Background: an optimization exercise with open tools, aiming at small area, a short achievable clock period and few clock cycles per item. Do not read the settings as production practice. At most, simulation tests tie the RTL to the original design; equivalence was not proved.

// cos_taylor_top
module cos_taylor_top (
	input  logic                                    major_clk,
	input  logic                                    rst,
	input  logic                                    in_req,
	input  logic signed [cos_pkg::angle_width-1:0]  in_angle,
	output logic                                    in_ack,
	output logic                                    out_req,
	input  logic                                    out_ack,
	output logic signed [cos_pkg::result_width-1:0] out_result
);
export LEC_CHECK = 0
export CAP_MARGIN = 20
export CORE_MARGIN = 2
export CORE_UTILIZATION = 40
export PLACE_DENSITY = 0.6
export SLEW_MARGIN = 20
create_clock -name core_clock -period 9.5 [get_ports {major_clk}]
standard.sh (not shown) runs the stock make flow with config.mk's settings and CLKGATE_MAP_FILE= SYNTH_SCRIPT=/design/flow/synth_recipe.tcl, a recipe that flattens the netlist after the stock synthesis.
==> flow/flow/run.sh <==
#!/bin/bash
set -euo pipefail
MARGIN=$(cat flow/margin.txt)
bash standard.sh SETUP_SLACK_MARGIN="$MARGIN" TNS_END_PERCENT=100 finish > standard.log 2>&1
==> flow/flow/margin.txt <==
6.2
Testbench counts at the start, summed over its fixed seeds: cycles 4,344, items 2,048.
Rerun with:
--- a/flow/design.v
+++ b/flow/design.v
@@ -34,24 +34,24 @@
 	always_ff @(posedge major_clk) begin
 		if (!hold)
 			angle <= in_angle;
 	end
 endmodule
 `timescale 1ns/1ps
 module mul_cs (
 	input  logic [17:0] x,
 	input  logic [7:0]  one,
 	input  logic [7:0]  two,
 	input  logic [7:0]  neg,
-	output logic [24:0] r0,
-	output logic [24:0] r1,
+	output logic [21:0] r0,
+	output logic [21:0] r1,
 	output logic        cin
 );
 	wire b = x[17] ^ neg[7];
 	wire m1 = (((one[0] & x[8]) | (two[0] & x[7])) ^ neg[0]) ^ (((one[1] & x[6]) | (two[1] & x[5])) ^ neg[1]);
 	wire m2 = (((one[0] & x[8]) | (two[0] & x[7])) ^ neg[0]) & (((one[1] & x[6]) | (two[1] & x[5])) ^ neg[1]);
 	wire m3 = (((one[0] & x[9]) | (two[0] & x[8])) ^ neg[0]) ^ (((one[1] & x[7]) | (two[1] & x[6])) ^ neg[1]);
 	wire m4 = (((one[0] & x[9]) | (two[0] & x[8])) ^ neg[0]) & (((one[1] & x[7]) | (two[1] & x[6])) ^ neg[1]);
 	wire m5 = (((one[0] & x[10]) | (two[0] & x[9])) ^ neg[0]) ^ (((one[1] & x[8]) | (two[1] & x[7])) ^ neg[1]) ^ (((one[2] & x[6]) | (two[2] & x[5])) ^ neg[2]);
 	wire m6 = ((((one[0] & x[10]) | (two[0] & x[9])) ^ neg[0]) & (((one[1] & x[8]) | (two[1] & x[7])) ^ neg[1])) | ((((one[0] & x[10]) | (two[0] & x[9])) ^ neg[0]) & (((one[2] & x[6]) | (two[2] & x[5])) ^ neg[2])) | ((((one[1] & x[8]) | (two[1] & x[7])) ^ neg[1]) & (((one[2] & x[6]) | (two[2] & x[5])) ^ neg[2]));
 	wire m7 = (((one[3] & x[4]) | (two[3] & x[3])) ^ neg[3]) ^ (((one[4] & x[2]) | (two[4] & x[1])) ^ neg[4]);
 	wire m8 = (((one[3] & x[4]) | (two[3] & x[3])) ^ neg[3]) & (((one[4] & x[2]) | (two[4] & x[1])) ^ neg[4]);
@@ -320,25 +320,25 @@
 	wire m271 = m159 ^ m210 ^ m211;
 	wire m272 = (m159 & m210) | (m159 & m211) | (m210 & m211);
 	wire m273 = m160 ^ m212 ^ m213;
 	wire m274 = (m160 & m212) | (m160 & m213) | (m212 & m213);
 	wire m275 = 1'b1 ^ m214 ^ m215;
 	wire m276 = (1'b1 & m214) | (1'b1 & m215) | (m214 & m215);
 	wire m277 = ~(((one[6] | two[6]) & x[17]) ^ neg[6]) ^ (((one[7] & x[16]) | (two[7] & x[15])) ^ neg[7]) ^ m216;
 	wire m278 = (~(((one[6] | two[6]) & x[17]) ^ neg[6]) & (((one[7] & x[16]) | (two[7] & x[15])) ^ neg[7])) | (~(((one[6] | two[6]) & x[17]) ^ neg[6]) & m216) | ((((one[7] & x[16]) | (two[7] & x[15])) ^ neg[7]) & m216);
 	wire m279 = (((one[7] & x[17]) | (two[7] & x[16])) ^ neg[7]) ^ 1'b1;
 	wire m280 = (((one[7] & x[17]) | (two[7] & x[16])) ^ neg[7]) & 1'b1;
 	wire m_co;
-	carry_pfx #(.W(8)) u_m_co (.a({m230, m228, m226, m224, m222, m220, m218, b}), .b({m231, m229, m227, m225, m223, m221, m219, m217}), .co(m_co));
-	assign r0 = {~(((one[7] | two[7]) & x[17]) ^ neg[7]), m278, m276, m274, m272, m270, m268, m266, m264, m262, m260, m258, m256, m254, m252, m250, m248, m246, m244, m242, m240, m238, m236, m234, m232};
-	assign r1 = {m280, m279, m277, m275, m273, m271, m269, m267, m265, m263, m261, m259, m257, m255, m253, m251, m249, m247, m245, m243, m241, m239, m237, m235, m233};
+	carry_pfx #(.W(11)) u_m_co (.a({m236, m234, m232, m230, m228, m226, m224, m222, m220, m218, b}), .b({m237, m235, m233, m231, m229, m227, m225, m223, m221, m219, m217}), .co(m_co));
+	assign r0 = {~(((one[7] | two[7]) & x[17]) ^ neg[7]), m278, m276, m274, m272, m270, m268, m266, m264, m262, m260, m258, m256, m254, m252, m250, m248, m246, m244, m242, m240, m238};
+	assign r1 = {m280, m279, m277, m275, m273, m271, m269, m267, m265, m263, m261, m259, m257, m255, m253, m251, m249, m247, m245, m243, m241, m239};
 	assign cin = m_co;
 endmodule
 module sq_cs (
 	input  logic [15:0] a,
 	output logic [17:0] r0,
 	output logic [17:0] r1,
 	output logic        cin
 );
 	wire s1 = ~(a[0] & a[15]) ^ (a[1] & a[14]);
 	wire s2 = ~(a[0] & a[15]) & (a[1] & a[14]);
 	wire s3 = (a[0] & a[11]) ^ (a[1] & a[10]);
@@ -1710,23 +1710,23 @@
 module cos_taylor_top (
 	input  logic                                    major_clk,
 	input  logic                                    rst,
 	input  logic                                    in_req,
 	input  logic signed [cos_pkg::angle_width-1:0]  in_angle,
 	output logic                                    in_ack,
 	output logic                                    out_req,
 	input  logic                                    out_ack,
 	output logic signed [cos_pkg::result_width-1:0] out_result
 );
 	localparam int NM = 6;    
-	localparam int LC = 8;    
+	localparam int LC = 11;   
 	localparam int CW = 33 - LC;
 	function automatic logic [23:0] booth(input logic [15:0] a);
 		logic [16:0] e;
 		logic [7:0]  one, two, neg;
 		e = {a, 1'b0};
 		for (int i = 0; i < 8; i++) begin
 			neg[i] = e[2*i+2];
 			one[i] = e[2*i+1] ^ e[2*i];
 			two[i] = (e[2*i+2] & ~e[2*i+1] & ~e[2*i]) | (~e[2*i+2] & e[2*i+1] & e[2*i]);
 		end
 		booth = {neg, two, one};
Effect: The changed run produced a clean layout; global-route usage went up by 0.65 points; fmax went down by 5.5%; via count went down by 0.93%; die area went down by 1.4%; utilization went up by 1.1 points.
The RTL of the second run of this note was laid out without a check of its function.

[afterwards: timing with drivers on the ports]
Ports are ideal in the flow. The routed layouts listed here were re-timed in OpenROAD. Step 1 sets driving cells, clkbuf_16 on the clock port and buf_2 on the other inputs (assumed; they add their load-dependent delay and slew). Step 2 times the ports against the registers' clock, not the clock port: input delays grow and output delays shrink by t, the midpoint of the rising clock arrivals with the driver on. a / b / c = no drivers / after step 1 / after step 2; a / b = the first two.
| run | shift t [ns] | setup WS [ns] | worst hold slack (ns) | worst setup path at the end | pins driven straight from the clock port |
|---|---|---|---|---|---|
| the first run | 0.848 | 6.245 / 6.185 / 6.245 | 0.303 / 0.303 / 0.303 | register to register | 1 |
| the second run | 0.877 | 6.055 / 6.055 / 5.963 | 0.283 / 0.283 / 0.283 | input to register | 1 |
After both steps every run listed still meets setup and hold. For the second run, which loses most, drivers alone change the setup slack by 0.000 ns; drivers and shift together by -0.092 ns.
